Background: an optimization exercise with open tools, aiming at small area and a short achievable clock period. Do not read the settings as production practice. Function was checked by simulation only, so behaviour that the tests miss may differ from the original. Power is estimated from default activity; no workload was simulated.

==> flow/design.v <==
package servo_pkg;
	localparam int ADC_W = 16;
	localparam int SIGNAL_W = 24;
	localparam int COEF_W = 18;
	localparam int COEF_FRAC = 16;
	localparam int DAC_W = 16;
	localparam int WB_AW = 4;
	localparam int WB_DW = 32;
	localparam logic [WB_DW-1:0] FW_VERSION = 32'h0000_0012;
	typedef enum logic [WB_AW-1:0] {
		REG_VERSION = 4'd0,
		REG_CONTROL = 4'd1,
		REG_A1_0    = 4'd2,
		REG_B0_0    = 4'd3,
		REG_B1_0    = 4'd4,
		REG_A1_1    = 4'd5,
		REG_B0_1    = 4'd6,
		REG_B1_1    = 4'd7
	} reg_addr_e;
endpackage
`timescale 1ns/1ns
module iir_first_order #(
	parameter int ADC_W     = servo_pkg::ADC_W,
	parameter int SIGNAL_W  = servo_pkg::SIGNAL_W,
	parameter int COEF_W    = servo_pkg::COEF_W,
	parameter int COEF_FRAC = servo_pkg::COEF_FRAC
) (
	input  logic                        clk1,
	input  logic                        i_rst_n,
	input  logic                        i_load,
	input  logic                        i_first,
	input  logic                        i_update,
	input  logic                        i_on,
	input  logic signed [COEF_W-1:0]    i_a1,
	input  logic signed [COEF_W-1:0]    i_b0,
	input  logic signed [COEF_W-1:0]    i_b1,
	input  logic signed [ADC_W-1:0]     i_sample,
	output logic signed [SIGNAL_W-1:0]  o_signal,
	input  logic                        i_park,
	input  logic [SIGNAL_W-1:0]         i_park_val,
	output logic [SIGNAL_W-1:0]         o_park
);
	localparam int SW = COEF_W + 1;    
	localparam int AW = 25;            
	localparam int TW = AW + 4;        
	logic [SW-1:0]              sa, sb, sc;
	logic signed [ADC_W-1:0]    x;
	logic signed [ADC_W-1:0]    xp;
	logic [AW-1:0]              acc_s, acc_c;
	logic [3:0]                 low;
	logic ld_on, ld, sh, pk;
	logic [SW-1:0] pk_a, pk_b;
	assign ld_on = i_load & i_on;
	assign ld = i_load;
	assign sh = ~i_load & ~i_park;
	assign pk = i_park;
	assign pk_a = {i_park_val[2*(SW-7)-1:SW-7], 7'd0};
	assign pk_b = {i_park_val[SW-8:0], 7'd0};
	always_ff @(posedge clk1) begin
		sa <= ({SW{ld_on}} & {i_a1, 1'b0}) | ({SW{pk}} & pk_a) | ({SW{sh}} & {{4{sa[SW-1]}}, sa[SW-1:4]});
		sb <= ({SW{ld_on}} & {i_b0, 1'b0}) | ({SW{ld & ~i_on}} & SW'(1 << (COEF_FRAC + 1)))
			| ({SW{pk}} & pk_b) | ({SW{sh}} & {{4{sb[SW-1]}}, sb[SW-1:4]});
		sc <= ({SW{ld_on}} & {i_b1, 1'b0}) | ({SW{sh}} & {{4{sc[SW-1]}}, sc[SW-1:4]});
		x <= ({ADC_W{ld}} & i_sample) | ({ADC_W{~ld}} & x);
	end
	assign o_park = {sa[SW-1:7], sb[SW-1:7]};
	logic [2:0] da0, da1, db0, db1, dc0, dc1;    
	function automatic logic [2:0] booth(input logic [2:0] b);
		booth[0] = b[1] ^ b[0];
		booth[1] = b[2] ? (~b[1] & ~b[0]) : (b[1] & b[0]);
		booth[2] = b[2];
	endfunction
	assign da0 = booth(sa[2:0]);
	assign da1 = booth(sa[4:2]);
	assign db0 = booth(sb[2:0]);
	assign db1 = booth(sb[4:2]);
	assign dc0 = booth(sc[2:0]);
	assign dc1 = booth(sc[4:2]);
	function automatic logic [SIGNAL_W:0] pp_y(input logic [2:0] d, input logic [SIGNAL_W-1:0] m);
		logic [SIGNAL_W:0] me;
		logic [SIGNAL_W:0] p;
		me = {m[SIGNAL_W-1], m};
		p = ({(SIGNAL_W+1){d[0]}} & me) | ({(SIGNAL_W+1){d[1]}} & {me[SIGNAL_W-1:0], 1'b0});
		p = p ^ {(SIGNAL_W+1){d[2]}};
		pp_y = {~p[SIGNAL_W], p[SIGNAL_W-1:0]};
	endfunction
	function automatic logic [ADC_W:0] pp_x(input logic [2:0] d, input logic [ADC_W-1:0] m);
		logic [ADC_W:0] me;
		logic [ADC_W:0] p;
		me = {m[ADC_W-1], m};
		p = ({(ADC_W+1){d[0]}} & me) | ({(ADC_W+1){d[1]}} & {me[ADC_W-1:0], 1'b0});
		p = p ^ {(ADC_W+1){d[2]}};
		pp_x = {~p[ADC_W], p[ADC_W-1:0]};
	endfunction
	logic [SIGNAL_W:0] pa0, pa1;
	logic [ADC_W:0]    pb0, pb1, pc0, pc1;
	assign pa0 = pp_y(da0, o_signal);
	assign pa1 = pp_y(da1, o_signal);
	assign pb0 = pp_x(db0, x);
	assign pb1 = pp_x(db1, x);
	assign pc0 = pp_x(dc0, xp);
	assign pc1 = pp_x(dc1, xp);
	logic [AW-1:0] s_in, c_in;
	logic [AW-1:0] s_out, c_out;
	logic [3:0]    low_out;
	assign s_in = i_first ? (AW'(1) << 24) : acc_s;
	assign c_in = i_first ? '0 : acc_c;
	iir_heap heap_i (
		.s_in(s_in),
		.c_in(c_in),
		.pa0(pa0),
		.pa1(pa1),
		.na0(da0[2]),
		.na1(da1[2]),
		.pb0(pb0),
		.pb1(pb1),
		.pc0(pc0),
		.pc1(pc1),
		.nb0(db0[2]),
		.nb1(db1[2]),
		.nc0(dc0[2]),
		.nc1(dc1[2]),
		.o_low(low_out),
		.o_s(s_out),
		.o_c(c_out)
	);
	always_ff @(posedge clk1) begin
		acc_s <= s_out;
		acc_c <= c_out;
		low <= low_out;
	end
	logic [SIGNAL_W-1:0] hi;
	logic [SIGNAL_W+3:0] y_raw;
	logic [SIGNAL_W-1:0] y_sat;
	assign hi = acc_s[SIGNAL_W-1:0] + acc_c[SIGNAL_W-1:0];
	assign y_raw = {hi, low};
	always_comb begin
		if (y_raw[SIGNAL_W+3:SIGNAL_W-1] == {5{y_raw[SIGNAL_W+3]}}) begin
			y_sat = y_raw[SIGNAL_W-1:0];
		end else if (y_raw[SIGNAL_W+3]) begin
			y_sat = {1'b1, {(SIGNAL_W-1){1'b0}}};
		end else begin
			y_sat = {1'b0, {(SIGNAL_W-1){1'b1}}};
		end
	end
	logic up, keep;
	assign up = i_rst_n & i_update;
	assign keep = i_rst_n & ~i_update;
	always_ff @(posedge clk1) begin
		o_signal <= ({SIGNAL_W{up}} & y_sat) | ({SIGNAL_W{keep}} & o_signal);
		xp <= ({ADC_W{up}} & x) | ({ADC_W{keep}} & xp);
	end
endmodule
module iir_heap (
	input  logic [24:0] s_in,
	input  logic [24:0] c_in,
	input  logic [24:0] pa0,
	input  logic [24:0] pa1,
	input  logic na0,
	input  logic na1,
	input  logic [16:0] pb0,
	input  logic [16:0] pb1,
	input  logic [16:0] pc0,
	input  logic [16:0] pc1,
	input  logic nb0,
	input  logic nb1,
	input  logic nc0,
	input  logic nc1,
	output logic [3:0] o_low,
	output logic [24:0] o_s,
	output logic [24:0] o_c
);
	logic h1;
	logic h2;
	logic h3;
	logic h4;
	logic h5;
	logic h6;
	logic h7;
	logic h8;
	logic h9;
	logic h10;
	logic h11;
	logic h12;
	logic h13;
	logic h14;
	logic h15;
	logic h16;
	logic h17;
	logic h18;
	logic h19;
	logic h20;
	logic h21;
	logic h22;
	logic h23;
	logic h24;
	logic h25;
	logic h26;
	logic h27;
	logic h28;
	logic h29;
	logic h30;
	logic h31;
	logic h32;
	logic h33;
	logic h34;
	logic h35;
	logic h36;
	logic h37;
	logic h38;
	logic h39;
	logic h40;
	logic h41;
	logic h42;
	logic h43;
	logic h44;
	logic h45;
	logic h46;
	logic h47;
	logic h48;
	logic h49;
	logic h50;
	logic h51;
	logic h52;
	logic h53;
	logic h54;
	logic h55;
	logic h56;
	logic h57;
	logic h58;
	logic h59;
	logic h60;
	logic h61;
	logic h62;
	logic h63;
	logic h64;
	logic h65;
	logic h66;
	logic h67;
	logic h68;
	logic h69;
	logic h70;
	logic h71;
	logic h72;
	logic h73;
	logic h74;
	logic h75;
	logic h76;
	logic h77;
	logic h78;
	logic h79;
	logic h80;
	logic h81;
	logic h82;
	logic h83;
	logic h84;
	logic h85;
	logic h86;
	logic h87;
	logic h88;
	logic h89;
	logic h90;
	logic h91;
	logic h92;
	logic h93;
	logic h94;
	logic h95;
	logic h96;
	logic h97;
	logic h98;
	logic h99;
	logic h100;
	logic h101;
	logic h102;
	logic h103;
	logic h104;
	logic h105;
	logic h106;
	logic h107;
	logic h108;
	logic h109;
	logic h110;
	logic h111;
	logic h112;
	logic h113;
	logic h114;
	logic h115;
	logic h116;
	logic h117;
	logic h118;
	logic h119;
	logic h120;
	logic h121;
	logic h122;
	logic h123;
	logic h124;
	logic h125;
	logic h126;
	logic h127;
	logic h128;
	logic h129;
	logic h130;
	logic h131;
	logic h132;
	logic h133;
	logic h134;
	logic h135;
	logic h136;
	logic h137;
	logic h138;
	logic h139;
	logic h140;
	logic h141;
	logic h142;
	logic h143;
	logic h144;
	logic h145;
	logic h146;
	logic h147;
	logic h148;
	logic h149;
	logic h150;
	logic h151;
	logic h152;
	logic h153;
	logic h154;
	logic h155;
	logic h156;
	logic h157;
	logic h158;
	logic h159;
	logic h160;
	logic h161;
	logic h162;
	logic h163;
	logic h164;
	logic h165;
	logic h166;
	logic h167;
	logic h168;
	logic h169;
	logic h170;
	logic h171;
	logic h172;
	logic h173;
	logic h174;
	logic h175;
	logic h176;
	logic h177;
	logic h178;
	logic h179;
	logic h180;
	logic h181;
	logic h182;
	logic h183;
	logic h184;
	logic h185;
	logic h186;
	logic h187;
	logic h188;
	logic h189;
	logic h190;
	logic h191;
	logic h192;
	logic h193;
	logic h194;
	logic h195;
	logic h196;
	logic h197;
	logic h198;
	logic h199;
	logic h200;
	logic h201;
	logic h202;
	logic h203;
	logic h204;
	logic h205;
	logic h206;
	logic h207;
	logic h208;
	logic h209;
	logic h210;
	logic h211;
	logic h212;
	logic h213;
	logic h214;
	logic h215;
	logic h216;
	logic h217;
	logic h218;
	logic h219;
	logic h220;
	logic h221;
	logic h222;
	logic h223;
	logic h224;
	logic h225;
	logic h226;
	logic h227;
	logic h228;
	logic h229;
	logic h230;
	logic h231;
	logic h232;
	logic h233;
	logic h234;
	logic h235;
	logic h236;
	logic h237;
	logic h238;
	logic h239;
	logic h240;
	logic h241;
	logic h242;
	logic h243;
	logic h244;
	logic h245;
	logic h246;
	logic h247;
	logic h248;
	logic h249;
	logic h250;
	logic h251;
	logic h252;
	logic h253;
	logic h254;
	logic h255;
	logic h256;
	logic h257;
	logic h258;
	logic h259;
	logic h260;
	logic h261;
	logic h262;
	logic h263;
	logic h264;
	logic h265;
	logic h266;
	logic h267;
	logic h268;
	logic h269;
	logic h270;
	logic h271;
	logic h272;
	logic h273;
	logic h274;
	logic h275;
	logic h276;
	logic h277;
	logic h278;
	logic h279;
	logic h280;
	logic h281;
	logic h282;
	logic h283;
	logic h284;
	logic h285;
	logic h286;
	logic h287;
	logic h288;
	logic h289;
	logic h290;
	assign h1 = c_in[0] ^ s_in[0] ^ na0;
	assign h2 = (c_in[0] & s_in[0]) | (c_in[0] & na0) | (s_in[0] & na0);
	assign h3 = h1 ^ pa0[0];
	assign h4 = h1 & pa0[0];
	assign h5 = c_in[1] ^ s_in[1] ^ h2;
	assign h6 = (c_in[1] & s_in[1]) | (c_in[1] & h2) | (s_in[1] & h2);
	assign h7 = pa0[1] ^ h4 ^ h5;
	assign h8 = (pa0[1] & h4) | (pa0[1] & h5) | (h4 & h5);
	assign h9 = c_in[2] ^ s_in[2] ^ na1;
	assign h10 = (c_in[2] & s_in[2]) | (c_in[2] & na1) | (s_in[2] & na1);
	assign h11 = h9 ^ pa0[2] ^ pa1[0];
	assign h12 = (h9 & pa0[2]) | (h9 & pa1[0]) | (pa0[2] & pa1[0]);
	assign h13 = h6 ^ h11 ^ h8;
	assign h14 = (h6 & h11) | (h6 & h8) | (h11 & h8);
	assign h15 = c_in[3] ^ s_in[3] ^ h10;
	assign h16 = (c_in[3] & s_in[3]) | (c_in[3] & h10) | (s_in[3] & h10);
	assign h17 = pa0[3] ^ pa1[1] ^ h12;
	assign h18 = (pa0[3] & pa1[1]) | (pa0[3] & h12) | (pa1[1] & h12);
	assign h19 = h15 ^ h17 ^ h14;
	assign h20 = (h15 & h17) | (h15 & h14) | (h17 & h14);
	assign h21 = c_in[4] ^ s_in[4] ^ pa0[4];
	assign h22 = (c_in[4] & s_in[4]) | (c_in[4] & pa0[4]) | (s_in[4] & pa0[4]);
	assign h23 = pa1[2] ^ h16 ^ h21;
	assign h24 = (pa1[2] & h16) | (pa1[2] & h21) | (h16 & h21);
	assign h25 = h18 ^ h23;
	assign h26 = h18 & h23;
	assign h27 = c_in[5] ^ s_in[5] ^ pa0[5];
	assign h28 = (c_in[5] & s_in[5]) | (c_in[5] & pa0[5]) | (s_in[5] & pa0[5]);
	assign h29 = pa1[3] ^ h22 ^ h27;
	assign h30 = (pa1[3] & h22) | (pa1[3] & h27) | (h22 & h27);
	assign h31 = h24 ^ h29;
	assign h32 = h24 & h29;
	assign h33 = c_in[6] ^ s_in[6] ^ pa0[6];
	assign h34 = (c_in[6] & s_in[6]) | (c_in[6] & pa0[6]) | (s_in[6] & pa0[6]);
	assign h35 = pa1[4] ^ h28 ^ h33;
	assign h36 = (pa1[4] & h28) | (pa1[4] & h33) | (h28 & h33);
	assign h37 = h30 ^ h35;
	assign h38 = h30 & h35;
	assign h39 = c_in[7] ^ s_in[7] ^ pa0[7];
	assign h40 = (c_in[7] & s_in[7]) | (c_in[7] & pa0[7]) | (s_in[7] & pa0[7]);
	assign h41 = pa1[5] ^ h34 ^ h39;
	assign h42 = (pa1[5] & h34) | (pa1[5] & h39) | (h34 & h39);
	assign h43 = h36 ^ h41;
	assign h44 = h36 & h41;
	assign h45 = c_in[8] ^ s_in[8] ^ nb0;
	assign h46 = (c_in[8] & s_in[8]) | (c_in[8] & nb0) | (s_in[8] & nb0);
	assign h47 = nc0 ^ h45 ^ pa0[8];
	assign h48 = (nc0 & h45) | (nc0 & pa0[8]) | (h45 & pa0[8]);
	assign h49 = pa1[6] ^ pb0[0] ^ pc0[0];
	assign h50 = (pa1[6] & pb0[0]) | (pa1[6] & pc0[0]) | (pb0[0] & pc0[0]);
	assign h51 = h40 ^ h47 ^ h49;
	assign h52 = (h40 & h47) | (h40 & h49) | (h47 & h49);
	assign h53 = h42 ^ h51;
	assign h54 = h42 & h51;
	assign h55 = c_in[9] ^ s_in[9] ^ h46;
	assign h56 = (c_in[9] & s_in[9]) | (c_in[9] & h46) | (s_in[9] & h46);
	assign h57 = pa0[9] ^ pa1[7] ^ pb0[1];
	assign h58 = (pa0[9] & pa1[7]) | (pa0[9] & pb0[1]) | (pa1[7] & pb0[1]);
	assign h59 = pc0[1] ^ h48 ^ h50;
	assign h60 = (pc0[1] & h48) | (pc0[1] & h50) | (h48 & h50);
	assign h61 = h55 ^ h57 ^ h52;
	assign h62 = (h55 & h57) | (h55 & h52) | (h57 & h52);
	assign h63 = h59 ^ h54;
	assign h64 = h59 & h54;
	assign h65 = c_in[10] ^ s_in[10] ^ nb1;
	assign h66 = (c_in[10] & s_in[10]) | (c_in[10] & nb1) | (s_in[10] & nb1);
	assign h67 = nc1 ^ h65 ^ pa0[10];
	assign h68 = (nc1 & h65) | (nc1 & pa0[10]) | (h65 & pa0[10]);
	assign h69 = pa1[8] ^ pb0[2] ^ pb1[0];
	assign h70 = (pa1[8] & pb0[2]) | (pa1[8] & pb1[0]) | (pb0[2] & pb1[0]);
	assign h71 = pc0[2] ^ pc1[0] ^ h56;
	assign h72 = (pc0[2] & pc1[0]) | (pc0[2] & h56) | (pc1[0] & h56);
	assign h73 = h58 ^ h67 ^ h69;
	assign h74 = (h58 & h67) | (h58 & h69) | (h67 & h69);
	assign h75 = h60 ^ h71 ^ h73;
	assign h76 = (h60 & h71) | (h60 & h73) | (h71 & h73);
	assign h77 = h62 ^ h64;
	assign h78 = h62 & h64;
	assign h79 = c_in[11] ^ s_in[11] ^ h66;
	assign h80 = (c_in[11] & s_in[11]) | (c_in[11] & h66) | (s_in[11] & h66);
	assign h81 = pa0[11] ^ pa1[9] ^ pb0[3];
	assign h82 = (pa0[11] & pa1[9]) | (pa0[11] & pb0[3]) | (pa1[9] & pb0[3]);
	assign h83 = pb1[1] ^ pc0[3] ^ pc1[1];
	assign h84 = (pb1[1] & pc0[3]) | (pb1[1] & pc1[1]) | (pc0[3] & pc1[1]);
	assign h85 = h68 ^ h70 ^ h79;
	assign h86 = (h68 & h70) | (h68 & h79) | (h70 & h79);
	assign h87 = h81 ^ h83 ^ h72;
	assign h88 = (h81 & h83) | (h81 & h72) | (h83 & h72);
	assign h89 = h74 ^ h85 ^ h87;
	assign h90 = (h74 & h85) | (h74 & h87) | (h85 & h87);
	assign h91 = h76 ^ h78;
	assign h92 = h76 & h78;
	assign h93 = c_in[12] ^ s_in[12] ^ pa0[12];
	assign h94 = (c_in[12] & s_in[12]) | (c_in[12] & pa0[12]) | (s_in[12] & pa0[12]);
	assign h95 = pa1[10] ^ pb0[4] ^ pb1[2];
	assign h96 = (pa1[10] & pb0[4]) | (pa1[10] & pb1[2]) | (pb0[4] & pb1[2]);
	assign h97 = pc0[4] ^ pc1[2] ^ h80;
	assign h98 = (pc0[4] & pc1[2]) | (pc0[4] & h80) | (pc1[2] & h80);
	assign h99 = h82 ^ h84 ^ h93;
	assign h100 = (h82 & h84) | (h82 & h93) | (h84 & h93);
	assign h101 = h95 ^ h86 ^ h97;
	assign h102 = (h95 & h86) | (h95 & h97) | (h86 & h97);
	assign h103 = h99 ^ h88 ^ h101;
	assign h104 = (h99 & h88) | (h99 & h101) | (h88 & h101);
	assign h105 = h90 ^ h103;
	assign h106 = h90 & h103;
	assign h107 = c_in[13] ^ s_in[13] ^ pa0[13];
	assign h108 = (c_in[13] & s_in[13]) | (c_in[13] & pa0[13]) | (s_in[13] & pa0[13]);
	assign h109 = pa1[11] ^ pb0[5] ^ pb1[3];
	assign h110 = (pa1[11] & pb0[5]) | (pa1[11] & pb1[3]) | (pb0[5] & pb1[3]);
	assign h111 = pc0[5] ^ pc1[3] ^ h94;
	assign h112 = (pc0[5] & pc1[3]) | (pc0[5] & h94) | (pc1[3] & h94);
	assign h113 = h96 ^ h107 ^ h109;
	assign h114 = (h96 & h107) | (h96 & h109) | (h107 & h109);
	assign h115 = h98 ^ h100 ^ h111;
	assign h116 = (h98 & h100) | (h98 & h111) | (h100 & h111);
	assign h117 = h113 ^ h102 ^ h115;
	assign h118 = (h113 & h102) | (h113 & h115) | (h102 & h115);
	assign h119 = h104 ^ h117;
	assign h120 = h104 & h117;
	assign h121 = c_in[14] ^ s_in[14] ^ pa0[14];
	assign h122 = (c_in[14] & s_in[14]) | (c_in[14] & pa0[14]) | (s_in[14] & pa0[14]);
	assign h123 = pa1[12] ^ pb0[6] ^ pb1[4];
	assign h124 = (pa1[12] & pb0[6]) | (pa1[12] & pb1[4]) | (pb0[6] & pb1[4]);
	assign h125 = pc0[6] ^ pc1[4] ^ h108;
	assign h126 = (pc0[6] & pc1[4]) | (pc0[6] & h108) | (pc1[4] & h108);
	assign h127 = h110 ^ h121 ^ h123;
	assign h128 = (h110 & h121) | (h110 & h123) | (h121 & h123);
	assign h129 = h112 ^ h114 ^ h125;
	assign h130 = (h112 & h114) | (h112 & h125) | (h114 & h125);
	assign h131 = h127 ^ h116 ^ h129;
	assign h132 = (h127 & h116) | (h127 & h129) | (h116 & h129);
	assign h133 = h118 ^ h131;
	assign h134 = h118 & h131;
	assign h135 = c_in[15] ^ s_in[15] ^ pa0[15];
	assign h136 = (c_in[15] & s_in[15]) | (c_in[15] & pa0[15]) | (s_in[15] & pa0[15]);
	assign h137 = pa1[13] ^ pb0[7] ^ pb1[5];
	assign h138 = (pa1[13] & pb0[7]) | (pa1[13] & pb1[5]) | (pb0[7] & pb1[5]);
	assign h139 = pc0[7] ^ pc1[5] ^ h122;
	assign h140 = (pc0[7] & pc1[5]) | (pc0[7] & h122) | (pc1[5] & h122);
	assign h141 = h124 ^ h135 ^ h137;
	assign h142 = (h124 & h135) | (h124 & h137) | (h135 & h137);
	assign h143 = h126 ^ h128 ^ h139;
	assign h144 = (h126 & h128) | (h126 & h139) | (h128 & h139);
	assign h145 = h141 ^ h130 ^ h143;
	assign h146 = (h141 & h130) | (h141 & h143) | (h130 & h143);
	assign h147 = h132 ^ h145;
	assign h148 = h132 & h145;
	assign h149 = c_in[16] ^ s_in[16] ^ pa0[16];
	assign h150 = (c_in[16] & s_in[16]) | (c_in[16] & pa0[16]) | (s_in[16] & pa0[16]);
	assign h151 = pa1[14] ^ pb0[8] ^ pb1[6];
	assign h152 = (pa1[14] & pb0[8]) | (pa1[14] & pb1[6]) | (pb0[8] & pb1[6]);
	assign h153 = pc0[8] ^ pc1[6] ^ h136;
	assign h154 = (pc0[8] & pc1[6]) | (pc0[8] & h136) | (pc1[6] & h136);
	assign h155 = h138 ^ h149 ^ h151;
	assign h156 = (h138 & h149) | (h138 & h151) | (h149 & h151);
	assign h157 = h140 ^ h142 ^ h153;
	assign h158 = (h140 & h142) | (h140 & h153) | (h142 & h153);
	assign h159 = h155 ^ h144 ^ h157;
	assign h160 = (h155 & h144) | (h155 & h157) | (h144 & h157);
	assign h161 = h146 ^ h159;
	assign h162 = h146 & h159;
	assign h163 = c_in[17] ^ s_in[17] ^ pa0[17];
	assign h164 = (c_in[17] & s_in[17]) | (c_in[17] & pa0[17]) | (s_in[17] & pa0[17]);
	assign h165 = pa1[15] ^ pb0[9] ^ pb1[7];
	assign h166 = (pa1[15] & pb0[9]) | (pa1[15] & pb1[7]) | (pb0[9] & pb1[7]);
	assign h167 = pc0[9] ^ pc1[7] ^ h150;
	assign h168 = (pc0[9] & pc1[7]) | (pc0[9] & h150) | (pc1[7] & h150);
	assign h169 = h152 ^ h163 ^ h165;
	assign h170 = (h152 & h163) | (h152 & h165) | (h163 & h165);
	assign h171 = h154 ^ h156 ^ h167;
	assign h172 = (h154 & h156) | (h154 & h167) | (h156 & h167);
	assign h173 = h169 ^ h158 ^ h171;
	assign h174 = (h169 & h158) | (h169 & h171) | (h158 & h171);
	assign h175 = h160 ^ h173;
	assign h176 = h160 & h173;
	assign h177 = c_in[18] ^ s_in[18] ^ pa0[18];
	assign h178 = (c_in[18] & s_in[18]) | (c_in[18] & pa0[18]) | (s_in[18] & pa0[18]);
	assign h179 = pa1[16] ^ pb0[10] ^ pb1[8];
	assign h180 = (pa1[16] & pb0[10]) | (pa1[16] & pb1[8]) | (pb0[10] & pb1[8]);
	assign h181 = pc0[10] ^ pc1[8] ^ h164;
	assign h182 = (pc0[10] & pc1[8]) | (pc0[10] & h164) | (pc1[8] & h164);
	assign h183 = h166 ^ h177 ^ h179;
	assign h184 = (h166 & h177) | (h166 & h179) | (h177 & h179);
	assign h185 = h168 ^ h170 ^ h181;
	assign h186 = (h168 & h170) | (h168 & h181) | (h170 & h181);
	assign h187 = h183 ^ h172 ^ h185;
	assign h188 = (h183 & h172) | (h183 & h185) | (h172 & h185);
	assign h189 = h174 ^ h187;
	assign h190 = h174 & h187;
	assign h191 = c_in[19] ^ s_in[19] ^ pa0[19];
	assign h192 = (c_in[19] & s_in[19]) | (c_in[19] & pa0[19]) | (s_in[19] & pa0[19]);
	assign h193 = pa1[17] ^ pb0[11] ^ pb1[9];
	assign h194 = (pa1[17] & pb0[11]) | (pa1[17] & pb1[9]) | (pb0[11] & pb1[9]);
	assign h195 = pc0[11] ^ pc1[9] ^ h178;
	assign h196 = (pc0[11] & pc1[9]) | (pc0[11] & h178) | (pc1[9] & h178);
	assign h197 = h180 ^ h191 ^ h193;
	assign h198 = (h180 & h191) | (h180 & h193) | (h191 & h193);
	assign h199 = h182 ^ h184 ^ h195;
	assign h200 = (h182 & h184) | (h182 & h195) | (h184 & h195);
	assign h201 = h197 ^ h186 ^ h199;
	assign h202 = (h197 & h186) | (h197 & h199) | (h186 & h199);
	assign h203 = h188 ^ h201;
	assign h204 = h188 & h201;
	assign h205 = c_in[20] ^ s_in[20] ^ pa0[20];
	assign h206 = (c_in[20] & s_in[20]) | (c_in[20] & pa0[20]) | (s_in[20] & pa0[20]);
	assign h207 = pa1[18] ^ pb0[12] ^ pb1[10];
	assign h208 = (pa1[18] & pb0[12]) | (pa1[18] & pb1[10]) | (pb0[12] & pb1[10]);
	assign h209 = pc0[12] ^ pc1[10] ^ h192;
	assign h210 = (pc0[12] & pc1[10]) | (pc0[12] & h192) | (pc1[10] & h192);
	assign h211 = h194 ^ h205 ^ h207;
	assign h212 = (h194 & h205) | (h194 & h207) | (h205 & h207);
	assign h213 = h196 ^ h198 ^ h209;
	assign h214 = (h196 & h198) | (h196 & h209) | (h198 & h209);
	assign h215 = h211 ^ h200 ^ h213;
	assign h216 = (h211 & h200) | (h211 & h213) | (h200 & h213);
	assign h217 = h202 ^ h215;
	assign h218 = h202 & h215;
	assign h219 = c_in[21] ^ s_in[21] ^ pa0[21];
	assign h220 = (c_in[21] & s_in[21]) | (c_in[21] & pa0[21]) | (s_in[21] & pa0[21]);
	assign h221 = pa1[19] ^ pb0[13] ^ pb1[11];
	assign h222 = (pa1[19] & pb0[13]) | (pa1[19] & pb1[11]) | (pb0[13] & pb1[11]);
	assign h223 = pc0[13] ^ pc1[11] ^ h206;
	assign h224 = (pc0[13] & pc1[11]) | (pc0[13] & h206) | (pc1[11] & h206);
	assign h225 = h208 ^ h219 ^ h221;
	assign h226 = (h208 & h219) | (h208 & h221) | (h219 & h221);
	assign h227 = h210 ^ h212 ^ h223;
	assign h228 = (h210 & h212) | (h210 & h223) | (h212 & h223);
	assign h229 = h225 ^ h214 ^ h227;
	assign h230 = (h225 & h214) | (h225 & h227) | (h214 & h227);
	assign h231 = h216 ^ h229;
	assign h232 = h216 & h229;
	assign h233 = c_in[22] ^ s_in[22] ^ pa0[22];
	assign h234 = (c_in[22] & s_in[22]) | (c_in[22] & pa0[22]) | (s_in[22] & pa0[22]);
	assign h235 = pa1[20] ^ pb0[14] ^ pb1[12];
	assign h236 = (pa1[20] & pb0[14]) | (pa1[20] & pb1[12]) | (pb0[14] & pb1[12]);
	assign h237 = pc0[14] ^ pc1[12] ^ h220;
	assign h238 = (pc0[14] & pc1[12]) | (pc0[14] & h220) | (pc1[12] & h220);
	assign h239 = h222 ^ h233 ^ h235;
	assign h240 = (h222 & h233) | (h222 & h235) | (h233 & h235);
	assign h241 = h224 ^ h226 ^ h237;
	assign h242 = (h224 & h226) | (h224 & h237) | (h226 & h237);
	assign h243 = h239 ^ h228 ^ h241;
	assign h244 = (h239 & h228) | (h239 & h241) | (h228 & h241);
	assign h245 = h230 ^ h243;
	assign h246 = h230 & h243;
	assign h247 = c_in[23] ^ s_in[23] ^ pa0[23];
	assign h248 = (c_in[23] & s_in[23]) | (c_in[23] & pa0[23]) | (s_in[23] & pa0[23]);
	assign h249 = pa1[21] ^ pb0[15] ^ pb1[13];
	assign h250 = (pa1[21] & pb0[15]) | (pa1[21] & pb1[13]) | (pb0[15] & pb1[13]);
	assign h251 = pc0[15] ^ pc1[13] ^ h234;
	assign h252 = (pc0[15] & pc1[13]) | (pc0[15] & h234) | (pc1[13] & h234);
	assign h253 = h236 ^ h247 ^ h249;
	assign h254 = (h236 & h247) | (h236 & h249) | (h247 & h249);
	assign h255 = h238 ^ h240 ^ h251;
	assign h256 = (h238 & h240) | (h238 & h251) | (h240 & h251);
	assign h257 = h253 ^ h242 ^ h255;
	assign h258 = (h253 & h242) | (h253 & h255) | (h242 & h255);
	assign h259 = h244 ^ h257;
	assign h260 = h244 & h257;
	assign h261 = c_in[24] ^ s_in[24] ^ pa0[24];
	assign h262 = (c_in[24] & s_in[24]) | (c_in[24] & pa0[24]) | (s_in[24] & pa0[24]);
	assign h263 = pa1[22] ^ pb0[16] ^ pb1[14];
	assign h264 = (pa1[22] & pb0[16]) | (pa1[22] & pb1[14]) | (pb0[16] & pb1[14]);
	assign h265 = pc0[16] ^ pc1[14] ^ h248;
	assign h266 = (pc0[16] & pc1[14]) | (pc0[16] & h248) | (pc1[14] & h248);
	assign h267 = h250 ^ h261 ^ h263;
	assign h268 = (h250 & h261) | (h250 & h263) | (h261 & h263);
	assign h269 = h252 ^ h254 ^ h265;
	assign h270 = (h252 & h254) | (h252 & h265) | (h254 & h265);
	assign h271 = h267 ^ h256 ^ h269;
	assign h272 = (h267 & h256) | (h267 & h269) | (h256 & h269);
	assign h273 = h258 ^ h271;
	assign h274 = h258 & h271;
	assign h275 = pa1[23] ^ pb1[15] ^ pc1[15];
	assign h276 = (pa1[23] & pb1[15]) | (pa1[23] & pc1[15]) | (pb1[15] & pc1[15]);
	assign h277 = h262 ^ h264 ^ h275;
	assign h278 = (h262 & h264) | (h262 & h275) | (h264 & h275);
	assign h279 = h266 ^ h268 ^ h277;
	assign h280 = (h266 & h268) | (h266 & h277) | (h268 & h277);
	assign h281 = h270 ^ h279 ^ h272;
	assign h282 = (h270 & h279) | (h270 & h272) | (h279 & h272);
	assign h283 = pa1[24] ^ pb1[16] ^ pc1[16];
	assign h284 = (pa1[24] & pb1[16]) | (pa1[24] & pc1[16]) | (pb1[16] & pc1[16]);
	assign h285 = h276 ^ h283 ^ h278;
	assign h286 = (h276 & h283) | (h276 & h278) | (h283 & h278);
	assign h287 = h280 ^ h285;
	assign h288 = h280 & h285;
	assign h289 = h284 ^ h286;
	assign h290 = h284 & h286;
	assign o_low[0] = h3;
	assign o_low[1] = h7;
	assign o_low[2] = h13;
	assign o_low[3] = h19;
	assign o_s[0] = h25;
	assign o_c[0] = h20;
	assign o_s[1] = h26;
	assign o_c[1] = h31;
	assign o_s[2] = h32;
	assign o_c[2] = h37;
	assign o_s[3] = h38;
	assign o_c[3] = h43;
	assign o_s[4] = h44;
	assign o_c[4] = h53;
	assign o_s[5] = h61;
	assign o_c[5] = h63;
	assign o_s[6] = h75;
	assign o_c[6] = h77;
	assign o_s[7] = h89;
	assign o_c[7] = h91;
	assign o_s[8] = h92;
	assign o_c[8] = h105;
	assign o_s[9] = h106;
	assign o_c[9] = h119;
	assign o_s[10] = h120;
	assign o_c[10] = h133;
	assign o_s[11] = h134;
	assign o_c[11] = h147;
	assign o_s[12] = h148;
	assign o_c[12] = h161;
	assign o_s[13] = h162;
	assign o_c[13] = h175;
	assign o_s[14] = h176;
	assign o_c[14] = h189;
	assign o_s[15] = h190;
	assign o_c[15] = h203;
	assign o_s[16] = h204;
	assign o_c[16] = h217;
	assign o_s[17] = h218;
	assign o_c[17] = h231;
	assign o_s[18] = h232;
	assign o_c[18] = h245;
	assign o_s[19] = h246;
	assign o_c[19] = h259;
	assign o_s[20] = h260;
	assign o_c[20] = h273;
	assign o_s[21] = h274;
	assign o_c[21] = h281;
	assign o_s[22] = h287;
	assign o_c[22] = h282;
	assign o_s[23] = h288;
	assign o_c[23] = h289;
	assign o_s[24] = h290;
	assign o_c[24] = 1'b0;
endmodule
`timescale 1ns/1ns
module channel_diff #(
	parameter int SIGNAL_W = servo_pkg::SIGNAL_W,
	parameter int DAC_W    = servo_pkg::DAC_W
) (
	input  logic signed [SIGNAL_W-1:0]  i_sig0,
	input  logic signed [SIGNAL_W-1:0]  i_sig1,
	output logic signed [SIGNAL_W-1:0]  o_error_d
);
	localparam logic signed [SIGNAL_W-1:0] SIG_MAX = {1'b0, {(SIGNAL_W-1){1'b1}}};
	localparam logic signed [SIGNAL_W-1:0] SIG_MIN = {1'b1, {(SIGNAL_W-1){1'b0}}};
	logic signed [SIGNAL_W:0]   diff;
	logic signed [SIGNAL_W-1:0] diff_sat;
	assign diff = i_sig0 - i_sig1;
	always_comb begin
		if (diff[SIGNAL_W] == diff[SIGNAL_W-1]) begin
			diff_sat = diff[SIGNAL_W-1:0];
		end else if (diff[SIGNAL_W]) begin
			diff_sat = SIG_MIN;
		end else begin
			diff_sat = SIG_MAX;
		end
	end
	assign o_error_d = diff_sat;
endmodule
`timescale 1ns/1ns
module servo_regs #(
	parameter int COEF_W = servo_pkg::COEF_W
) (
	input  logic                          clk1,
	input  logic                          i_rst_n,
	input  logic                          i_wb_cyc,
	input  logic                          i_wb_stb,
	input  logic                          i_wb_we,
	input  logic [servo_pkg::WB_AW-1:0]   i_wb_adr,
	input  logic [servo_pkg::WB_DW-1:0]   i_wb_dat,
	output logic [servo_pkg::WB_DW-1:0]   o_wb_dat,
	output logic                          o_wb_ack,
	output logic                          o_filt_on0,
	output logic                          o_filt_on1,
	output logic signed [COEF_W-1:0]      o_a1_0,
	output logic signed [COEF_W-1:0]      o_b0_0,
	output logic signed [COEF_W-1:0]      o_b1_0,
	output logic signed [COEF_W-1:0]      o_a1_1,
	output logic signed [COEF_W-1:0]      o_b0_1,
	output logic signed [COEF_W-1:0]      o_b1_1,
	output logic [1:0]                    o_afe_gain0,
	output logic [1:0]                    o_afe_gain1
);
	logic                      wb_new;
	logic                      wr;
	logic [1:0]                on_q;
	logic [3:0]                gain_q;
	logic signed [COEF_W-1:0]  a1_0_q, b0_0_q, b1_0_q, a1_1_q, b0_1_q, b1_1_q;
	logic [COEF_W-1:0]         rd_lo;
	logic                      rd_hi;
	logic [COEF_W-1:0]         rd_lo_q;
	logic                      rd_hi_q;
	assign wb_new = i_wb_cyc & i_wb_stb & ~o_wb_ack;
	assign wr = wb_new & i_wb_we;
	always_ff @(posedge clk1 or negedge i_rst_n) begin
		if (!i_rst_n) begin
			o_wb_ack <= 1'b0;
			gain_q <= '0;
		end else begin
			o_wb_ack <= wb_new;
			if (wr && i_wb_adr == 4'd1) gain_q <= i_wb_dat[5:2];
		end
	end
	logic [6:0] ld, hold;
	always_comb begin
		for (int i = 0; i < 7; i++) begin
			ld[i] = i_rst_n & wr & (i_wb_adr == 4'(i + 1));
			hold[i] = i_rst_n & ~(wr & (i_wb_adr == 4'(i + 1)));
		end
	end
	always_ff @(posedge clk1) begin
		on_q <= ({2{ld[0]}} & i_wb_dat[1:0]) | ({2{hold[0]}} & on_q);
		a1_0_q <= ({COEF_W{ld[1]}} & i_wb_dat[COEF_W-1:0]) | ({COEF_W{hold[1]}} & a1_0_q);
		b0_0_q <= ({COEF_W{ld[2]}} & i_wb_dat[COEF_W-1:0]) | ({COEF_W{hold[2]}} & b0_0_q);
		b1_0_q <= ({COEF_W{ld[3]}} & i_wb_dat[COEF_W-1:0]) | ({COEF_W{hold[3]}} & b1_0_q);
		a1_1_q <= ({COEF_W{ld[4]}} & i_wb_dat[COEF_W-1:0]) | ({COEF_W{hold[4]}} & a1_1_q);
		b0_1_q <= ({COEF_W{ld[5]}} & i_wb_dat[COEF_W-1:0]) | ({COEF_W{hold[5]}} & b0_1_q);
		b1_1_q <= ({COEF_W{ld[6]}} & i_wb_dat[COEF_W-1:0]) | ({COEF_W{hold[6]}} & b1_1_q);
	end
	always_comb begin
		rd_lo = '0;
		rd_hi = 1'b0;
		case (i_wb_adr)
			4'd0: rd_lo = COEF_W'(servo_pkg::FW_VERSION);
			4'd1: rd_lo = COEF_W'({gain_q, on_q});
			4'd2: begin rd_lo = a1_0_q; rd_hi = a1_0_q[COEF_W-1]; end
			4'd3: begin rd_lo = b0_0_q; rd_hi = b0_0_q[COEF_W-1]; end
			4'd4: begin rd_lo = b1_0_q; rd_hi = b1_0_q[COEF_W-1]; end
			4'd5: begin rd_lo = a1_1_q; rd_hi = a1_1_q[COEF_W-1]; end
			4'd6: begin rd_lo = b0_1_q; rd_hi = b0_1_q[COEF_W-1]; end
			4'd7: begin rd_lo = b1_1_q; rd_hi = b1_1_q[COEF_W-1]; end
			default: begin
			end
		endcase
	end
	always_ff @(posedge clk1) begin
		rd_lo_q <= rd_lo;
		rd_hi_q <= rd_hi;
	end
	assign o_wb_dat = {{(servo_pkg::WB_DW-COEF_W){rd_hi_q}}, rd_lo_q};
	assign o_filt_on0 = on_q[0];
	assign o_filt_on1 = on_q[1];
	assign o_a1_0 = a1_0_q;
	assign o_b0_0 = b0_0_q;
	assign o_b1_0 = b1_0_q;
	assign o_a1_1 = a1_1_q;
	assign o_b0_1 = b0_1_q;
	assign o_b1_1 = b1_1_q;
	assign o_afe_gain0 = ~gain_q[1:0];
	assign o_afe_gain1 = ~gain_q[3:2];
endmodule
`timescale 1ns/1ns
module servo_top #(
	parameter int ADC_W     = servo_pkg::ADC_W,
	parameter int SIGNAL_W  = servo_pkg::SIGNAL_W,
	parameter int COEF_W    = servo_pkg::COEF_W,
	parameter int COEF_FRAC = servo_pkg::COEF_FRAC,
	parameter int DAC_W     = servo_pkg::DAC_W
) (
	input  logic                          clk1,
	input  logic                          i_rst_n,
	input  logic                          i_wb_cyc,
	input  logic                          i_wb_stb,
	input  logic                          i_wb_we,
	input  logic [servo_pkg::WB_AW-1:0]   i_wb_adr,
	input  logic [servo_pkg::WB_DW-1:0]   i_wb_dat,
	output logic [servo_pkg::WB_DW-1:0]   o_wb_dat,
	output logic                          o_wb_ack,
	input  logic signed [ADC_W-1:0]       i_adc0,
	input  logic signed [ADC_W-1:0]       i_adc1,
	input  logic                          i_sample_valid,
	output logic signed [DAC_W-1:0]       o_dac_word,
	output logic                          o_dac_valid,
	output logic signed [SIGNAL_W-1:0]    o_error,
	output logic [1:0]                    o_afe_gain0,
	output logic [1:0]                    o_afe_gain1
);
	logic                       filt_on0;
	logic                       filt_on1;
	logic signed [COEF_W-1:0]   a1_0;
	logic signed [COEF_W-1:0]   b0_0;
	logic signed [COEF_W-1:0]   b1_0;
	logic signed [COEF_W-1:0]   a1_1;
	logic signed [COEF_W-1:0]   b0_1;
	logic signed [COEF_W-1:0]   b1_1;
	servo_regs #(
		.COEF_W(COEF_W)
	) regs_i (
		.clk1(clk1),
		.i_rst_n(i_rst_n),
		.i_wb_cyc(i_wb_cyc),
		.i_wb_stb(i_wb_stb),
		.i_wb_we(i_wb_we),
		.i_wb_adr(i_wb_adr),
		.i_wb_dat(i_wb_dat),
		.o_wb_dat(o_wb_dat),
		.o_wb_ack(o_wb_ack),
		.o_filt_on0(filt_on0),
		.o_filt_on1(filt_on1),
		.o_a1_0(a1_0),
		.o_b0_0(b0_0),
		.o_b1_0(b1_0),
		.o_a1_1(a1_1),
		.o_b0_1(b0_1),
		.o_b1_1(b1_1),
		.o_afe_gain0(o_afe_gain0),
		.o_afe_gain1(o_afe_gain1)
	);
	logic [2:0] step;
	always_ff @(posedge clk1 or negedge i_rst_n) begin
		if (!i_rst_n) begin
			step <= '0;
			o_dac_valid <= 1'b0;
		end else begin
			step <= (step == 3'd0) ? {2'b00, i_sample_valid} : step + 3'd1;
			o_dac_valid <= (step == 3'd7);
		end
	end
	logic load, first, update, park;
	assign load = (step == 3'd0);
	assign first = (step == 3'd1);
	assign update = (step == 3'd6);
	assign park = (step == 3'd7);
	logic signed [SIGNAL_W-1:0] sig0;
	logic signed [SIGNAL_W-1:0] sig1;
	logic signed [SIGNAL_W-1:0] err_d;
	iir_first_order #(
		.ADC_W(ADC_W),
		.SIGNAL_W(SIGNAL_W),
		.COEF_W(COEF_W),
		.COEF_FRAC(COEF_FRAC)
	) iir0_i (
		.clk1(clk1),
		.i_rst_n(i_rst_n),
		.i_load(load),
		.i_first(first),
		.i_update(update),
		.i_on(filt_on0),
		.i_a1(a1_0),
		.i_b0(b0_0),
		.i_b1(b1_0),
		.i_sample(i_adc0),
		.o_signal(sig0),
		.i_park(park),
		.i_park_val(err_d),
		.o_park(o_error)
	);
	iir_first_order #(
		.ADC_W(ADC_W),
		.SIGNAL_W(SIGNAL_W),
		.COEF_W(COEF_W),
		.COEF_FRAC(COEF_FRAC)
	) iir1_i (
		.clk1(clk1),
		.i_rst_n(i_rst_n),
		.i_load(load),
		.i_first(first),
		.i_update(update),
		.i_on(filt_on1),
		.i_a1(a1_1),
		.i_b0(b0_1),
		.i_b1(b1_1),
		.i_sample(i_adc1),
		.o_signal(sig1),
		.i_park(1'b0),
		.i_park_val('0),
		.o_park()
	);
	channel_diff #(
		.SIGNAL_W(SIGNAL_W),
		.DAC_W(DAC_W)
	) diff_i (
		.i_sig0(sig0),
		.i_sig1(sig1),
		.o_error_d(err_d)
	);
	assign o_dac_word = o_error[SIGNAL_W-1 -: DAC_W];
endmodule
==> flow/flow/run.sh <==
#!/bin/bash
# The standard layout, with port buffers that are plain buffers and timing
# repair that aims for more setup slack than the clock needs. Make's output
# goes to make.log; ORFS keeps each tool's log under orfs/logs.
set -uo pipefail
cd "$(dirname "$0")/.."
bash standard.sh \
  "BUFFER_PORTS_ARGS=-buffer_cell sky130_fd_sc_hd__buf_2" \
  SETUP_SLACK_MARGIN=11.72 CTS_CLUSTER_SIZE=24 CTS_CLUSTER_DIAMETER=150 PLACE_DENSITY=0.8 REMOVE_ABC_BUFFERS=1 \
  finish > make.log 2>&1
status=$?
cp -r orfs/logs logs_orfs 2>/dev/null
exit $status
==> flow/standard.sh <==
#!/bin/bash
# synth_recipe.tcl (not shown) runs the flow's synth.tcl, then flattens the netlist and writes it again
# the make line also repeats each setting of config.mk as NAME=value (left out here)
make -C /OpenROAD-flow-scripts/flow DESIGN_CONFIG=/design/flow/config.mk WORK_HOME=/design/flow/orfs CLKGATE_MAP_FILE= SYNTH_SCRIPT=/design/flow/synth_recipe.tcl "${@:-finish}"
==> flow/config.mk <==
export PLATFORM = sky130hd
export DESIGN_NAME = servo_top
export DESIGN_NICKNAME = servo_top
export VERILOG_FILES = /design/flow/design.v
export SDC_FILE = /design/flow/constraint.sdc
export NUM_CORES = 4
export LEC_CHECK = 0
export CAP_MARGIN = 20
export CORE_MARGIN = 2
export CORE_UTILIZATION = 40
export SLEW_MARGIN = 20
==> flow/constraint.sdc <==
create_clock -name core_clock -period 16.0 [get_ports {clk1}]
set_input_delay 3.2000 -clock core_clock [delete_from_list [all_inputs] [get_ports {clk1}]]
set_output_delay 3.2000 -clock core_clock [all_outputs]
set_load 0.01 [all_outputs]
==> summary.md, run 1 <==
| Metric | Value |
|---|---|
| Run status | timing/DRC/antenna clean |
| Post-Synth Simple-Gate Area | 8.14% |
| Most instantiated cells after synthesis | dfxtp_1 (429), inv_1 (301), a22oi_1 (267), xnor2_1 (259), fa_1 (243) |
| Crit path from | regs_i.gain_q[0] |
| Pre-CTS setup slack | 10570 ps |
| Register share of total power | around a quarter |
| Internal power | ~3500 µW |
| Fmax | about 230 MHz |
| Initial antenna violation count | 0 |
| Psw | 3140 µW |
| PortBufs | 137 |
| Mapped cell area | ~30000 µm² |
| Pwr/cell area | 205 nW/µm² |
| Post-synthesis mux area share | 0.883% |
| Area Growth Syn to Fin | 8.04% |
| Clock Sinks | 470 |
| Yosys cell types | 85 |
| Routed via count | 22700 |
| Adder-cell share of the synthesized area | 22.6% |
| Worst path required time | 12800 ps |
| Worst R2R End | iir0_i.acc_c[9] |
| Comb pwr share | between 60% and 70% |
| Leakage | approximately 0.013 µW |
| DRT Wirelength | between 70000 and 80000 µm |
| Number of core rows | 100 |
| Worst Path Arrival | around 1200 ps |
| Net Sw Frac | 47.3% |
| CTS Root Buffer Type | clkbuf_16 |
| Reg2Reg Setup Slack | 11880 ps |
| Setup repair after global routing missed its margin | yes |
| R2R Path Start | iir0_i.sc[2] |
| Worst-path maximum fanout | 2 |
| Slew Viols, Final | 0 |
| GRT Util Overall | 20.1% |
| Final setup violation count | 0 |
| Total congestion overflow | 0 |
| Starting DRT DRC Count | around 2600 |
| Main combinational cell family by area after synthesis | adder cells |
| Crit share post-route | 27.4% |
| Post-synth EDFFs | 32 |
| Rel. slew slack | ~31% |
| Clock power share | 9.9% |
| Per-cell routed wire length | 19.9 µm |
| Setup Skew | 33.4 ps |
| Detail-routed via count per cell | 5.75 |
| Boundary pin count | 152 |
| Worst-path clk slew | 110 ps |
| # hold bufs at CTS | 0 |
| Hold Crit Class | reg -> reg |
| First-pass GRT wire length | 125000 µm |
| PnR worst setup slack | approximately 12000 ps |
| Die width | 277 µm |
| Placed cell count | about 3900 |
| Synth warn | 4 |
| Hold_sp | iir1_i.sa[16] |
| Synth area leaders | dfxtp_1 (29%), fa_1 (16%), xnor2_1 (7.6%), a22oi_1 (6.7%), ha_1 (6.2%) |
| Post-synth top area share | 28.7% |
| Power, Total | 6630 µW |
| Max clock buf depth | 3 |
| Gpl congestion | 0.904 |
| Final hold viol count | 0 |
| Hold Path Sink | iir1_i.sa[12] |
| Proportion of layout cells with a drive suffix above 1 | 11.3% |
| Post-synthesis register bit count | 470 |
| Worst Tran Pin Value | 1030 ps |
| Detailed placement HPWL | 57800 µm |
| Largest net degree at the start of global routing | 65 |
| Setup TNS | 0 ps |
| Crit path kind | reg -> out |
| Final critical-path required period | 4380 ps |
| CP Capture Type | output port |
| Fin nets | 3446 |
| Worst vdd ir | 0.144 mV |
| Post-Synth XOR/XNOR Area | 8.70% |
| Die Height | around 280 µm |
| Synth Area in Compound Gates | 19.4% |
| Post-Synthesis Cells | between 2000 and 3000 |
| Vias in the first global route | 22400 |
| CORE AREA | 74200 µm² |
| Synth area leader | dfxtp_1 |
| Initial Util | 40.3% |
| Avg Inst Size Synth | 10.0 µm² |
| Max-cap violations | 0 |
| Reg2reg path depth | 13 |
| Antenna Nets Post-Route | 0 |
| CTS tree | done |
| Drt drc | 0 |
| Post-synth ARST share | 1.91% |
| Clk Latency, worst-skew pair | 590 ps |
| Hold Path Depth | 2 |
| Die area | roughly 77000 µm² |
| H-tree levels | 1 |
| Non-filler cells, final | ~4000 |
| Main synth FF type | dfxtp_1 |
| Total CTS buffers | 23 |
| Launching element type of the critical path | flip-flop |
| Top-count cell post-synth | dfxtp_1 |
| Final Util | 43.6% |
| Seq/Total Area, Yosys | 32.7% |
| TritonRoute pass-1 iters | 6 |
-- worst max-delay path by stage --
| stage | slack (ps) | to |
|---|---|---|
| 6_report | 11620 | o_afe_gain0[0] |
| 5_1_grt | 11600 | o_afe_gain1[0] |
| 4_1_cts | 11630 | o_afe_gain1[1] |
| 3_5_place_dp | 10570 | iir1_i.o_signal[7] |
| 3_3_place_gp | 10610 | regs_i.a1_1_q[8] |
| 2_1_floorplan | 7830 | iir0_i.o_signal[10] |
-- critical path, cell delays in order, from the launching register on --
cell and delay [ps]:
dfrtp_1 430, inv_2 70, buf_6 90
-- logic make-up after synthesis --
family                     count (synthesis)
muxes                                     24
AOI/OAI and AO/OA                        763
adders and majority gates                394
and+or+nand+nor                          503
xor gates and xnor gates                 297
buffers and inverters                    536
DFF                                      470
-- registers in the layout, summed over array words and instances (netlist names), 24 cells and up, named ones only --
name             count
iir1_i.o_signal     24
iir1_i.acc_s        25
iir1_i.acc_c        24
iir0_i.o_signal     24
iir0_i.acc_c        24
iir0_i.acc_s        25
-- cells in the final DEF, fill, tap and decap left out, types with 9 or more instances in the layout --
| cell type | n |
|---|---|
| nor3_1 | 18 |
| buf_6 | 45 |
| mux2_2 | 16 |
| and2_1 | 64 |
| o21ai_0 | 60 |
| clkbuf_16 | 23 |
| nand2_1 | 228 |
| buf_4 | 51 |
| dfrtp_1 | 9 |
| a21oi_1 | 72 |
| buf_2 | 91 |
| xnor2_1 | 259 |
| a211oi_1 | 10 |
| xor2_1 | 38 |
| fa_1 | 243 |
| a22oi_1 | 267 |
| o211ai_1 | 16 |
| ha_1 | 143 |
| dfxtp_4 | 29 |
| nor2_1 | 37 |
| nor2b_1 | 15 |
| o21a_1 | 9 |
| nand2b_1 | 12 |
| nand3_1 | 67 |
| a22o_1 | 169 |
| edfxtp_1 | 32 |
| inv_1 | 297 |
| dfxtp_1 | 398 |
| a221o_1 | 43 |
| clkbuf_1 | 9 |
| a21o_1 | 30 |
| a31oi_1 | 10 |
| nand4_1 | 11 |
| inv_2 | 10 |
-- through the flow --
| stage | area [µm²] | hold WS [ps] |
|---|---|---|
| 3_5_place_dp | 31000 | 399 |
| 2_1_floorplan | 28800 | 392 |
| 4_1_cts | 32200 | 412 |
| 3_3_place_gp | 31000 | 396 |
| 5_1_grt | 32300 | 421 |
| 6_report | 32300 | 407 |
-- layout make-up --
class	count	area [µm²]
fillers	6795	41900
multi-input cells	1984	18000
flip-flops and latches	470	9890
repair buffers	190	1380
well taps	969	1210
inverters	311	1170
clock buffers	32	609
clock inverters	1	11.3
diodes	1	2.50
-- power groups by stage --
stage / clock network (µW) / logic [µW] / registers, µW
6_report: 658 / 4210 / 1760
5_1_grt: 702 / 4800 / 1780
4_1_cts: 663 / 4190 / 1760
3_5_place_dp: 0 / 4080 / 1760
3_3_place_gp: 0 / 3930 / 1760
2_1_floorplan: 0 / 2990 / 1670
-- per-layer routing --
| layer | track usage (%) | part of all wire [%] | vias to the layer above |
|---|---|---|---|
| met3 | 2.00 | 7.9 | 202 |
| met2 | 33.2 | 47 | 1159 |
| met4 | 8.25 | 4.2 | 0 |
| li1 | - | - | 10200 |
| met1 | 27.0 | 41 | 11100 |
| met5 | 0 | 0 | - |
-- repair_timing --
item | CTS | global route
gates resized for setup | 131 | 18
setup buffers | 10 | 13
hold endpoints to repair | 0 | 0
endpoints found under the setup margin | 267 | 212
pin swaps | 0 | 2
gates cloned | 2 | 1
==> run 2: changes to the inputs <==
--- a/flow/flow/run.sh
+++ b/flow/flow/run.sh
@@ -7,5 +7,5 @@
 bash standard.sh \
   "BUFFER_PORTS_ARGS=-buffer_cell sky130_fd_sc_hd__buf_2" \
-  SETUP_SLACK_MARGIN=11.72 CTS_CLUSTER_SIZE=24 CTS_CLUSTER_DIAMETER=150 PLACE_DENSITY=0.8 REMOVE_ABC_BUFFERS=1 \
+  SETUP_SLACK_MARGIN=11.5 CTS_CLUSTER_SIZE=24 CTS_CLUSTER_DIAMETER=150 PLACE_DENSITY=0.8 REMOVE_ABC_BUFFERS=1 \
   finish > make.log 2>&1
 status=$?
==> run 2 against run 1 <==
Effect of this change:
- register-to-register slack worse by 210 ps
- clock-buffer cell count unchanged
- sequential share of layout area rose by 0.31 points
- critical path depth is 1 lower
- die area unchanged
- still clean
- worst hold slack improved by 2.2 ps
- non-clock buffer count down 22
- sequential power hardly changed
- largest power group unchanged
- critical path type unchanged
==> summary.md, run 2 <==
| Metric | Value |
|---|---|
| PnR worst setup slack | between 10000 and 15000 ps |
| Fmax | 223 MHz |
| Proportion of layout cells with a drive suffix above 1 | 9.61% |
| CTS tree | done |
| Run status | timing/DRC/antenna clean |
| Post-Synthesis Cells | 2987 |
| Main synth FF type | dfxtp_1 |
| Die area | a little under 80000 µm² |
| Max-cap violations | 0 |
| Most frequent cells in the layout | dfxtp_1 (418), inv_1 (300), a22oi_1 (267) |
| Area Growth Syn to Fin | 6.02% |
| Fin nets | 3423 |
| H-tree levels | 1 |
| CP delay by family, top | flip-flops |
| # hold bufs at CTS | 0 |
| Avg Inst Size Synth | 10.0 µm² |
| Final critical-path required period | around 4500 ps |
| Die width | 277 µm |
| Placed cell count | 3898 |
| Pwr/cell area | 206 nW/µm² |
| Worst Path Arrival | 1280 ps |
| CTS Root Buffer Type | clkbuf_16 |
| Number of core rows | 100 |
| Synth area leader | dfxtp_1 |
| Initial Util | 40.3% |
| Buf/Inv on CP | 1 |
| Most common cell after layout, fill and taps aside | dfxtp_1 |
| Post-synthesis register bit count | 470 |
| GRT Util Overall | between 10% and 20% |
| Detailed placement HPWL | approximately 58000 µm |
| Critical-path top delay cell | dfxtp_1 |
| Worst-path clk slew | between 100 and 150 ps |
| Drt drc | 0 |
| Seq/Total Area, Yosys | between 30% and 40% |
| Slew Viols, Final | 0 |
| Fin Hold WS | slightly above 400 ps |
| Final Util | 42.7% |
| Setup Skew | 31.2 ps |
| Worst Tran Pin Value | 1020 ps |
| CORE AREA | 74200 µm² |
| Total CTS buffers | 23 |
| Boundary pin count | roughly 150 |
| Largest net degree at the start of global routing | 65 |
| Top-count cell post-synth | dfxtp_1 |
| Crit-path max cell delay | ~500 ps |
| Detail-routed via count per cell | around 5.7 |
| First-pass GRT wire length | 123000 µm |
| # diodes | 0 |
| Starting DRT DRC Count | ~2500 |
| Yosys cell types | 85 |
| Max clock buf depth | 3 |
| Vias in the first global route | 22200 |
| Most instantiated cells after synthesis | dfxtp_1 (429), inv_1 (301), a22oi_1 (267), xnor2_1 (259), fa_1 (243) |
| CP Capture Type | output port |
| DRT Wirelength | 77700 µm |
| Setup TNS | 0 ps |
| Gpl congestion | 0.904 |
| Leakage | 0.0132 µW |
| Die Height | 277 µm |
| Worst vdd ir | 0.135 mV |
| Clk Latency, worst-skew pair | 590 ps |
| Biggest regs | iir0_i.acc_s: 25 flops, iir1_i.acc_s: 25 flops |
| Worst-path maximum fanout | 4 |
| Worst path required time | 12800 ps |
| Antenna Nets Post-Route | 0 |
| Post-synth top area share | between 20% and 30% |
| Synth warn | 4 |
| Pre-CTS setup slack | ~11000 ps |
| Synth area leaders | dfxtp_1 (29%), fa_1 (16%), xnor2_1 (7.6%), a22oi_1 (6.7%), ha_1 (6.2%) |
| Clock Sinks | 470 |
| Rel. slew slack | 32.2% |
| Setup repair after global routing missed its margin | no |
| Total congestion overflow | 0 |
| Non-filler cells, final | approximately 3900 |
| TritonRoute pass-1 iters | 6 |
| Crit path kind | reg -> out |
| PortBufs | 137 |
| Post-synth ARST share | about 1.9% |
| Final setup violation count | 0 |
| Mapped cell area | 29900 µm² |
| Hold Crit Class | reg -> reg |
| Ordered list of cells on the worst path | buf_2 |
| Launching element type of the critical path | flip-flop |
| Crit share post-route | ~28% |
| Post-synth EDFFs | 32 |
| Final hold viol count | 0 |
| Per-cell routed wire length | 19.7 µm |
| Reg2Reg Setup Slack | 11670 ps |
| Initial antenna violation count | 0 |
| Routed via count | 22600 |
## run 2: cell counts after synthesis
No cell type changed its count.
## run 2: worst paths after layout
| check | start | to | cells after the start |
|---|---|---|---|
| min | iir1_i.sa[16] | iir1_i.sa[12] | 2 |
| min in group asynchronous | i_rst_n | step[1] | 1 |
| max reg2reg | iir1_i.sa[2] | iir1_i.acc_c[15] | 12 |
| max in group asynchronous | i_rst_n | o_dac_valid | 1 |
| min reg2reg | iir1_i.sa[16] | iir1_i.sa[12] | 2 |
| max | iir0_i.sa[18] | o_error[23] | 1 |
## run 2: logic make-up (layout without fill, tap and decap cells)
logic type | after synthesis | count (layout) | synth area share (%)
AOI/OAI and AO/OA | 763 | 764 | 19.4
buffers and inverters | 536 | 512 | 7.62
muxes | 24 | 24 | 0.883
and+or+nand+nor | 503 | 504 | 8.14
DFF | 470 | 470 | 32.7
xor gates and xnor gates | 297 | 297 | 8.70
adders and majority gates | 394 | 394 | 22.6
## run 2: worst reg2reg max path: stages (launching register included)
cell,delay (ps)
dfxtp_4,530
clkinv_1,200
ha_4,190
mux2_2,480
a22oi_1,260
xnor2_1,220
fa_1,500
fa_1,430
inv_1,90
fa_1,450
fa_1,540
inv_1,50
ha_1,290
## run 2: layer usage
metal  global-route usage [%]  share of wire [%]  routed length [µm]  vias up
met2                     32.5                 47               36100     1156
li1                         -                  -                   -    10200
met3                     2.06                8.0                6200      188
met1                     26.6                 41               31800    11000
met4                     8.68                4.6                3540        0
met5                        0                  0                   0        -
## run 2: area by class of cell
cell class | count | area, µm²
multi-input cells | 1983 | 18000
clock inverters | 1 | 11.3
inverters | 311 | 1170
clock buffers | 32 | 609
well taps | 969 | 1210
flip-flops and latches | 470 | 9800
repair buffers | 168 | 926
fillers | 6898 | 42500
## run 2: power breakdown
part           internal (µW)  total, µW  switching [µW]
Sequential              1480       1750             273
Combinational           1680       4130            2460
Clock                    268        654             386
Total                   3430       6540            3110
## run 2: through the flow
stage               power (µW)  cell area (µm²)
floorplan                 4660            28800
global placement          5690            31000
detailed placement        5850            31000
CTS                       6540            31700
global route              7190            31700
finish                    6540            31700
## run 2: repair_timing
item	in CTS	in global routing
buffers inserted	1	0
endpoints found under the setup margin	205	104
gates resized for setup	23	11
gates cloned	1	1
==> run 3: changes to the inputs <==
--- a/flow/flow/run.sh
+++ b/flow/flow/run.sh
@@ -7,5 +7,5 @@
 bash standard.sh \
   "BUFFER_PORTS_ARGS=-buffer_cell sky130_fd_sc_hd__buf_2" \
-  SETUP_SLACK_MARGIN=11.5 CTS_CLUSTER_SIZE=24 CTS_CLUSTER_DIAMETER=150 PLACE_DENSITY=0.8 REMOVE_ABC_BUFFERS=1 \
+  SETUP_SLACK_MARGIN=11.62 CTS_CLUSTER_SIZE=24 CTS_CLUSTER_DIAMETER=150 PLACE_DENSITY=0.8 REMOVE_ABC_BUFFERS=1 "BUFFER_PORTS_ARGS=-buffer_cell sky130_fd_sc_hd__buf_1" \
   finish > make.log 2>&1
 status=$?
==> run 3 against run 2 <==
Effect of this change:
- still clean
- first-iteration DRC count shrank 3.3%
- maximum frequency grew 2.1%
- core utilization grew 0.13 points
- setup slack gained 91 ps
- wire length grew 1.5%
- worst hold slack gained 5.0 ps
- area after synthesis is the same
- highest routed layer unchanged
==> summary.md, run 3 <==
| Metric | Value |
|---|---|
| Run status | timing/DRC/antenna clean |
| Worst R2R End | iir0_i.acc_c[8] |
| Setup Skew | between 20 and 25 ps |
| Top-count cell post-synth | dfxtp_1 |
| Area Growth Syn to Fin | 6.33% |
| Total CTS buffers | 23 |
| Worst vdd ir | 0.133 mV |
| Hold Crit Class | reg -> reg |
| Area after DPL | 30800 µm² |
| Worst-path maximum fanout | 2 |
| Biggest regs | iir0_i.acc_s: 25 flops, iir1_i.acc_s: 25 flops |
| Per-cell routed wire length | 20.0 µm |
| Post-synth EDFFs | 32 |
| Clk Latency, worst-skew pair | 590 ps |
| Clock Sinks | 470 |
| Worst Tran Pin Value | 1020 ps |
| Boundary pin count | 152 |
| Starting DRT DRC Count | 2399 |
| Final critical-path required period | 4390 ps |
| Worst path required time | 12800 ps |
| Max clock buf depth | 3 |
| Detailed placement HPWL | 58100 µm |
| Pre-CTS setup slack | 10250 ps |
| First-pass GRT wire length | 124000 µm |
| PnR worst setup slack | between 10000 and 15000 ps |
| DRT Wirelength | 78800 µm |
| Post-synth ARST share | roughly 1.9% |
| Crit path kind | reg -> out |
| Proportion of layout cells with a drive suffix above 1 | 7.14% |
| Final Instance Area | 31800 µm² |
| Initial Util | 40.3% |
| Pwr/cell area | 208 nW/µm² |
| Number of core rows | 100 |
| Worst-path clk slew | 90 ps |
| TritonRoute pass-1 iters | 6 |
| Antenna Nets Post-Route | 0 |
| # diodes | 0 |
| Die Height | 277 µm |
| Buf/Inv on CP | 1 |
| Total congestion overflow | 0 |
| Drt drc | 0 |
| Worst Path Arrival | 1190 ps |
| Fmax | approximately 230 MHz |
| Final setup violation count | 0 |
| Detail-routed via count per cell | 5.78 |
| Slew Viols, Final | 0 |
| Seq/Total Area, Yosys | between 30% and 40% |
| Fin nets | 3440 |
| Die area | 77000 µm² |
| CP delay by family, top | flip-flops |
| PortBufs | approximately 140 |
| Yosys cell types | 85 |
| Reg2Reg Setup Slack | 11760 ps |
| Routed via count | 22800 |
| Post-synth top area share | 28.7% |
| Synth area leaders | dfxtp_1 (29%), fa_1 (16%), xnor2_1 (7.6%), a22oi_1 (6.7%), ha_1 (6.2%) |
| Vias in the first global route | approximately 22000 |
| Synth area leader | dfxtp_1 |
| R2R Path Start | step[1] |
| Initial antenna violation count | 0 |
| CTS Root Buffer Type | clkbuf_16 |
| Max-cap violations | 0 |
| Post-Synthesis Cells | 2987 |
| Main synth FF type | dfxtp_1 |
| Critical-path top delay cell | dfxtp_1 |
| GRT Util Overall | around 20% |
| Ordered list of cells on the worst path | clkbuf_2 |
| Avg Inst Size Synth | 10.0 µm² |
| Post-synthesis register bit count | 470 |
| Placed cell count | slightly below 4000 |
| Die width | around 280 µm |
| Mapped cell area | 29900 µm² |
| Setup repair after global routing missed its margin | yes |
| Most instantiated cells after synthesis | dfxtp_1 (429), inv_1 (301), a22oi_1 (267), xnor2_1 (259), fa_1 (243) |
| Most common cell after layout, fill and taps aside | dfxtp_1 |
| Leakage | around 0.013 µW |
| Reg2reg path depth | 15 |
| CORE AREA | about 74000 µm² |
| Most frequent cells in the layout | dfxtp_1 (399), inv_1 (298), a22oi_1 (267) |
| Setup TNS | 0 ps |
| # hold bufs at CTS | 0 |
| Non-filler cells, final | between 3000 and 4000 |
| Hold Path Sink | iir1_i.sb[8] |
| Synth warn | 4 |
| Hold Path Depth | 2 |
| Gpl congestion | approximately 0.91 |
| Launching element type of the critical path | flip-flop |
| Crit share post-route | a little over a quarter |
| Final Util | 42.9% |
| Hold_sp | iir1_i.sb[12] |
| Largest net degree at the start of global routing | 70 |
| CP Capture Type | output port |
| Final hold viol count | 0 |
| CTS tree | done |
| Fillers | 6883 |
| Rel. slew slack | 31.9% |
| Crit-path max cell delay | around 430 ps |
| H-tree levels | 1 |
-- run 3: cell counts after synthesis --
No cell type changed its count.
-- run 3: what timing repair did --
item,CTS,global route
gates resized for setup,72,33
pin swaps,2,0
buffers inserted,6,11
cloned,1,1
setup endpoints to repair,305,199
-- run 3: final cells by class --
type / count / area (µm²) / share of cell area (%)
inverter: 311 / 1170 / 3.68
tap: 969 / 1210 / 3.81
clock inverter: 1 / 11.3 / 0.0354
timing repair buffer: 185 / 940 / 2.95
sequential: 470 / 9840 / 30.9
clock buffer: 32 / 609 / 1.92
multi-input combinational: 1983 / 18000 / 56.7
-- run 3: report_power, final --
group / switching [µW] / internal, µW / leakage [µW]
Combinational: 2500 / 1690 / 0.00870
Clock: 389 / 268 / 0.000300
Sequential: 269 / 1490 / 0.00392
Total: 3160 / 3450 / 0.0129
-- run 3: per-layer routing --
metal | vias to the layer above | part of all wire [%] | track usage [%]
met3 | 211 | 8.1 | 2.72
met1 | 11200 | 40 | 25.8
met4 | 0 | 5.0 | 9.52
li1 | 10200 | - | -
met2 | 1183 | 47 | 32.9
met5 | - | 0 | 0
-- run 3: worst max-delay path by stage --
| stage | cells after the start | slack, ps | end | start |
|---|---|---|---|---|
| global route | 2 | 11580 | o_afe_gain1[1] | regs_i.gain_q[3] |
| finish | 1 | 11610 | o_error[6] | iir0_i.sb[13] |
| global placement | 5 | 10320 | regs_i.a1_1_q[3] | i_wb_adr[0] |
| detailed placement | 5 | 10250 | regs_i.a1_1_q[10] | i_wb_adr[0] |
| CTS | 1 | 11620 | o_error[8] | iir0_i.sb[15] |
| floorplan | 2 | 7830 | iir0_i.o_signal[10] | i_rst_n |
-- run 3: cells by family (layout without fill, tap and decap cells) --
| family | after synthesis | count (layout) | synth area share [%] |
|---|---|---|---|
| xor gates and xnor gates | 297 | 297 | 8.70 |
| adders and majority gates | 394 | 394 | 22.6 |
| AOI/OAI and AO/OA | 763 | 764 | 19.4 |
| muxes | 24 | 24 | 0.883 |
| DFF | 470 | 470 | 32.7 |
| buffers and inverters | 536 | 529 | 7.62 |
| and+or+nand+nor | 503 | 504 | 8.14 |
-- run 3: metrics by stage --
| stage | hold WS, ps | power, µW |
|---|---|---|
| 2_1_floorplan | 392 | 4660 |
| 3_5_place_dp | 398 | 5870 |
| 4_1_cts | 415 | 6570 |
| 3_3_place_gp | 397 | 5680 |
| 5_1_grt | 427 | 7220 |
| 6_report | 414 | 6610 |

Re-timed with assumed drivers on the ports (clkbuf_16 on the clock, buf_2 on other inputs), run 3 has 11.554 ns of setup slack against 11.614 ns with ideal ports, and 11.078 ns once port delays also move by the mid clock arrival of 0.635 ns.
